This is an optimization exercise on Yosys and OpenROAD, whose aim is small area and a short achievable clock period, not a production implementation.
Power and IR drop assume default switching activity.

==> flow/design.v <==
module rc4_memory_bank #(
  parameter int                          S_DEPTH        = 256,
  parameter int                          MSG_DEPTH      = 32,
  parameter int                          DATA_W         = 8,
  parameter logic [MSG_DEPTH*DATA_W-1:0] ENC_INIT_IMAGE =
    256'hc9dc233605081f6271444b5eadb0878a99ecf3c6d5d82f3201141b6e7d40575a
) (
  input  logic              clk,
  input  logic              rst,
  input  logic [7:0]        s_address,
  input  logic [DATA_W-1:0] s_data,
  input  logic              s_wren,
  output logic [DATA_W-1:0] s_q,
  input  logic [7:0]        enc_address,
  output logic [DATA_W-1:0] enc_q,
  input  logic [7:0]        dec_address,
  input  logic [DATA_W-1:0] dec_data,
  input  logic              dec_wren,
  output logic [DATA_W-1:0] dec_q
);
  localparam int S_AW   = $clog2(S_DEPTH);
  localparam int MSG_AW = $clog2(MSG_DEPTH);
  logic [2*S_DEPTH-1:0] s_wsel;
  logic [S_DEPTH-1:0]   s_rsel_n;
  rc4mb_wdec #(.AW(S_AW), .NS(2)) u_s_wdec (
    .addr(s_address[S_AW-1:0]), .we(rst & s_wren), .sel(s_wsel)
  );
  rc4mb_rdec #(.AW(S_AW)) u_s_rdec (
    .addr(s_address[S_AW-1:0]), .sel_n(s_rsel_n)
  );
  logic [DATA_W-1:0] s_mem [S_DEPTH];
  logic [DATA_W-1:0] s_rd;
  always_ff @(posedge clk) begin
    for (int w = 0; w < S_DEPTH; w++) begin
      if (s_wsel[w])
        s_mem[w][DATA_W/2-1:0] <= s_data[DATA_W/2-1:0];
      if (s_wsel[S_DEPTH + w])
        s_mem[w][DATA_W-1:DATA_W/2] <= s_data[DATA_W-1:DATA_W/2];
    end
  end
  logic [S_DEPTH*DATA_W-1:0] s_words;
  for (genvar w = 0; w < S_DEPTH; w++) begin : g_s_words
    assign s_words[w*DATA_W +: DATA_W] = s_mem[w];
  end
  localparam int S_NQ = (S_DEPTH >= 128) ? S_DEPTH / 128 : 1;
  logic [S_NQ*DATA_W-1:0] s_rd_n;
  rc4mb_rdmux #(.N(S_DEPTH), .W(DATA_W), .NQ(S_NQ)) u_s_rdmux (
    .sel_n(s_rsel_n), .words(s_words), .q_n(s_rd_n)
  );
  logic [DATA_W-1:0] s_part_q [S_NQ];
  always_ff @(posedge clk or negedge rst) begin
    if (!rst) begin
      for (int i = 0; i < S_NQ; i++) s_part_q[i] <= '0;
    end else begin
      s_part_q[0] <= s_wren ? s_data : ~s_rd_n[0 +: DATA_W];
      for (int i = 1; i < S_NQ; i++)
        s_part_q[i] <= s_wren ? '1 : ~s_rd_n[i*DATA_W +: DATA_W];
    end
  end
  always_comb begin
    s_rd = '1;
    for (int i = 0; i < S_NQ; i++) s_rd = s_rd & s_part_q[i];
    s_q = s_rd;
  end
  logic [MSG_DEPTH-1:0] d_wsel, d_rsel_n;
  rc4mb_wdec #(.AW(MSG_AW)) u_d_wdec (
    .addr(dec_address[MSG_AW-1:0]), .we(rst & dec_wren), .sel(d_wsel)
  );
  rc4mb_rdec #(.AW(MSG_AW)) u_d_rdec (
    .addr(dec_address[MSG_AW-1:0]), .sel_n(d_rsel_n)
  );
  logic [DATA_W-1:0] dec_mem [MSG_DEPTH];
  logic [DATA_W-1:0] d_rd;
  always_ff @(posedge clk) begin
    for (int w = 0; w < MSG_DEPTH; w++)
      if (d_wsel[w]) dec_mem[w] <= dec_data;
  end
  logic [MSG_DEPTH*DATA_W-1:0] d_words;
  for (genvar w = 0; w < MSG_DEPTH; w++) begin : g_d_words
    assign d_words[w*DATA_W +: DATA_W] = dec_mem[w];
  end
  localparam int D_NQ = (MSG_DEPTH >= 128) ? MSG_DEPTH / 128 : 1;
  logic [D_NQ*DATA_W-1:0] d_rd_n;
  rc4mb_rdmux #(.N(MSG_DEPTH), .W(DATA_W), .NQ(D_NQ)) u_d_rdmux (
    .sel_n(d_rsel_n), .words(d_words), .q_n(d_rd_n)
  );
  always_comb begin
    d_rd = '0;
    for (int i = 0; i < D_NQ; i++) d_rd = d_rd | d_rd_n[i*DATA_W +: DATA_W];
    d_rd = ~d_rd;
  end
  always_ff @(posedge clk or negedge rst) begin
    if (!rst) dec_q <= '0;
    else      dec_q <= dec_wren ? dec_data : d_rd;
  end
  logic [MSG_DEPTH*DATA_W-1:0] enc_rom;
  assign enc_rom = ENC_INIT_IMAGE;
  always_ff @(posedge clk or negedge rst) begin
    if (!rst) enc_q <= '0;
    else      enc_q <= enc_rom[enc_address[MSG_AW-1:0]*DATA_W +: DATA_W];
  end
  logic unused_addr_bits;
  assign unused_addr_bits = ^{enc_address[7:MSG_AW], dec_address[7:MSG_AW]};
endmodule
module rc4mb_rdmux #(
  parameter int N  = 256,
  parameter int W  = 8,
  parameter int NQ = 2
) (
  input  logic [N-1:0]    sel_n,
  input  logic [N*W-1:0]  words,
  output logic [NQ*W-1:0] q_n
);
  localparam int N1 = N / 2;                  
  localparam int N2 = N1 / 2;                 
  localparam int N3 = N2 / 4;                 
  localparam int N4 = N3 / 2;                 
  localparam int N5 = N4 >= 4 ? N4 / 4 : 1;   
  logic [N1*W-1:0] t1_n;
  logic [N2*W-1:0] t2;
  logic [N3*W-1:0] t3_n;
  logic [N4*W-1:0] t4;
  logic [N5*W-1:0] t5_n;
  for (genvar g = 0; g < N1; g++) begin : g_t1
    for (genvar b = 0; b < W; b++) begin : g_b
      rc4mb_oai22 u_leaf (
        .a1(sel_n[2*g]),   .a2(words[(2*g)*W + b]),
        .b1(sel_n[2*g+1]), .b2(words[(2*g+1)*W + b]),
        .y(t1_n[g*W + b])
      );
    end
  end
  for (genvar g = 0; g < N2; g++) begin : g_t2
    rc4mb_nor #(.N(2), .W(W)) u_nor (.a(t1_n[2*g*W +: 2*W]), .y(t2[g*W +: W]));
  end
  for (genvar g = 0; g < N3; g++) begin : g_t3
    rc4mb_nand #(.N(4), .W(W)) u_nand (.a(t2[4*g*W +: 4*W]), .y(t3_n[g*W +: W]));
  end
  for (genvar g = 0; g < N4; g++) begin : g_t4
    rc4mb_nor #(.N(2), .W(W)) u_nor (.a(t3_n[2*g*W +: 2*W]), .y(t4[g*W +: W]));
  end
  if (N4 >= 4) begin : g_t5
    for (genvar g = 0; g < N5; g++) begin : g_g
      rc4mb_nand #(.N(4), .W(W)) u_nand (.a(t4[4*g*W +: 4*W]), .y(t5_n[g*W +: W]));
    end
  end else begin : g_t5
    always_comb begin
      t5_n = '1;
      for (int i = 0; i < N4; i++) t5_n = t5_n & t4[i*W +: W];
      t5_n = ~t5_n;
    end
  end
  assign q_n = t5_n;
endmodule
module rc4mb_oai22 (
  input  logic a1,
  input  logic a2,
  input  logic b1,
  input  logic b2,
  output logic y
);
  assign y = ~((a1 | a2) & (b1 | b2));
endmodule
module rc4mb_nand #(
  parameter int N = 4,
  parameter int W = 8
) (
  input  logic [N*W-1:0] a,
  output logic [W-1:0]   y
);
  always_comb begin
    y = '1;
    for (int i = 0; i < N; i++) y = y & a[i*W +: W];
    y = ~y;
  end
endmodule
module rc4mb_nor #(
  parameter int N = 4,
  parameter int W = 8
) (
  input  logic [N*W-1:0] a,
  output logic [W-1:0]   y
);
  always_comb begin
    y = '0;
    for (int i = 0; i < N; i++) y = y | a[i*W +: W];
    y = ~y;
  end
endmodule
module rc4mb_wdec #(
  parameter int AW = 8,
  parameter int NS = 1
) (
  input  logic [AW-1:0]         addr,
  input  logic                  we,
  output logic [NS*(1<<AW)-1:0] sel
);
  localparam int LW = AW / 2;
  localparam int HW = AW - LW;
  logic [(1<<LW)-1:0] lo_n;
  logic [(1<<HW)-1:0] hi_n;
  always_comb begin
    for (int l = 0; l < (1<<LW); l++) lo_n[l] = ~(we & (addr[LW-1:0] == l[LW-1:0]));
    for (int h = 0; h < (1<<HW); h++) hi_n[h] = ~(addr[AW-1:LW] == h[HW-1:0]);
  end
  for (genvar k = 0; k < NS; k++) begin : g_k
    for (genvar w = 0; w < (1<<AW); w++) begin : g_w
      rc4mb_nor #(.N(2), .W(1)) u_sel (
        .a({hi_n[w >> LW], lo_n[w % (1<<LW)]}), .y(sel[k*(1<<AW) + w])
      );
    end
  end
endmodule
module rc4mb_rdec #(
  parameter int AW = 8
) (
  input  logic [AW-1:0]      addr,
  output logic [(1<<AW)-1:0] sel_n
);
  localparam int LW = AW / 2;
  localparam int HW = AW - LW;
  logic [(1<<LW)-1:0] lo;
  logic [(1<<HW)-1:0] hi;
  always_comb begin
    for (int l = 0; l < (1<<LW); l++) lo[l] = (addr[LW-1:0] == l[LW-1:0]);
    for (int h = 0; h < (1<<HW); h++) hi[h] = (addr[AW-1:LW] == h[HW-1:0]);
    for (int w = 0; w < (1<<AW); w++) sel_n[w] = ~(hi[w >> LW] & lo[w % (1<<LW)]);
  end
endmodule
clock: 6.0 ns
lec_check: 0
cap_margin: 20
core_margin: 2
core_utilization: 40
cts_cluster_diameter: 80
cts_cluster_size: 30
setup_slack_margin: 3.3
slew_margin: 20
synth_hierarchical: 1
synth_minimum_keep_size: 0
run.sh (not shown) runs the stock make flow with config.mk's settings and CLKGATE_MAP_FILE= SYNTH_SCRIPT=/design/flow/synth_recipe.tcl, a recipe that flattens the netlist after the stock synthesis.
The first run completed with no timing, DRC or antenna violations.
==> next run, changes <==
--- a/flow/design.v
+++ b/flow/design.v
@@ -18,27 +18,22 @@
   input  logic              dec_wren,
   output logic [DATA_W-1:0] dec_q
 );
   localparam int S_AW   = $clog2(S_DEPTH);
   localparam int MSG_AW = $clog2(MSG_DEPTH);
-  logic [2*S_DEPTH-1:0] s_wsel;
-  logic [S_DEPTH-1:0]   s_rsel_n;
-  rc4mb_wdec #(.AW(S_AW), .NS(2)) u_s_wdec (
+  logic [S_DEPTH-1:0] s_wsel, s_rsel_n;
+  rc4mb_wdec #(.AW(S_AW)) u_s_wdec (
     .addr(s_address[S_AW-1:0]), .we(rst & s_wren), .sel(s_wsel)
   );
   rc4mb_rdec #(.AW(S_AW)) u_s_rdec (
     .addr(s_address[S_AW-1:0]), .sel_n(s_rsel_n)
   );
   logic [DATA_W-1:0] s_mem [S_DEPTH];
   logic [DATA_W-1:0] s_rd;
   always_ff @(posedge clk) begin
-    for (int w = 0; w < S_DEPTH; w++) begin
-      if (s_wsel[w])
-        s_mem[w][DATA_W/2-1:0] <= s_data[DATA_W/2-1:0];
-      if (s_wsel[S_DEPTH + w])
-        s_mem[w][DATA_W-1:DATA_W/2] <= s_data[DATA_W-1:DATA_W/2];
-    end
+    for (int w = 0; w < S_DEPTH; w++)
+      if (s_wsel[w]) s_mem[w] <= s_data;
   end
   logic [S_DEPTH*DATA_W-1:0] s_words;
   for (genvar w = 0; w < S_DEPTH; w++) begin : g_s_words
     assign s_words[w*DATA_W +: DATA_W] = s_mem[w];
   end
@@ -186,31 +181,26 @@
     for (int i = 0; i < N; i++) y = y | a[i*W +: W];
     y = ~y;
   end
 endmodule
 module rc4mb_wdec #(
-  parameter int AW = 8,
-  parameter int NS = 1
-) (
-  input  logic [AW-1:0]         addr,
-  input  logic                  we,
-  output logic [NS*(1<<AW)-1:0] sel
+  parameter int AW = 8
+) (
+  input  logic [AW-1:0]      addr,
+  input  logic               we,
+  output logic [(1<<AW)-1:0] sel
 );
   localparam int LW = AW / 2;
   localparam int HW = AW - LW;
   logic [(1<<LW)-1:0] lo_n;
   logic [(1<<HW)-1:0] hi_n;
   always_comb begin
     for (int l = 0; l < (1<<LW); l++) lo_n[l] = ~(we & (addr[LW-1:0] == l[LW-1:0]));
     for (int h = 0; h < (1<<HW); h++) hi_n[h] = ~(addr[AW-1:LW] == h[HW-1:0]);
   end
-  for (genvar k = 0; k < NS; k++) begin : g_k
-    for (genvar w = 0; w < (1<<AW); w++) begin : g_w
-      rc4mb_nor #(.N(2), .W(1)) u_sel (
-        .a({hi_n[w >> LW], lo_n[w % (1<<LW)]}), .y(sel[k*(1<<AW) + w])
-      );
-    end
+  for (genvar w = 0; w < (1<<AW); w++) begin : g_w
+    rc4mb_nor #(.N(2), .W(1)) u_sel (.a({hi_n[w >> LW], lo_n[w % (1<<LW)]}), .y(sel[w]));
   end
 endmodule
 module rc4mb_rdec #(
   parameter int AW = 8
 ) (
Worst setup slack gets better by 26 ps.
Synthesized area came out lower by 1.1%.
Routed wire length goes down by 5.4%.
Global-route usage drops by 1.1 points.
Total power came out lower by 2.3%.
Non-clock buffer count goes down by 21.
Cell area went down by about 1.8%.
Combinational power falls by about 8%.
Via count fell by 4.8%.
Die area came out lower by 1.1%.
First-iteration DRC count drops by 8.1%.
Flip-flop and latch count does not change.
Critical path depth does not change.
Utilization came out lower by 0.29 points.
No run of this note included a check of the RTL's function; only the layout flow was run.

==> static timing again, ports no longer ideal <==
Ports are ideal in the flow. The routed layouts listed here were re-timed in OpenROAD. Step 1, drivers: a clkbuf_16 drives clk and a buf_2 each remaining input, both assumed. Step 2, shift: input delay + t, output delay - t, t = (earliest + latest rising clock arrival at the registers) / 2. This alone moves slack from input paths to output paths. Three values: no drivers, after step 1, after step 2; two values: the first two.
| run | t (ns) | setup WS [ns] | worst setup path after step 2 | slew at the worst register clock pin (ns) | worst slew at a driven data input, ns |
|---|---|---|---|---|---|
| the first run | 0.863 | 3.199 / 3.110 / 2.327 | input to register | 0.11 / 0.11 | 0.17 |
| the second run | 0.855 | 3.225 / 3.137 / 2.376 | input to register | 0.11 / 0.11 | 0.11 |
After both steps every run listed still meets setup and hold. The setup slack of the first run, which loses most, moves by -0.089 ns with the drivers and by -0.872 ns with both steps.
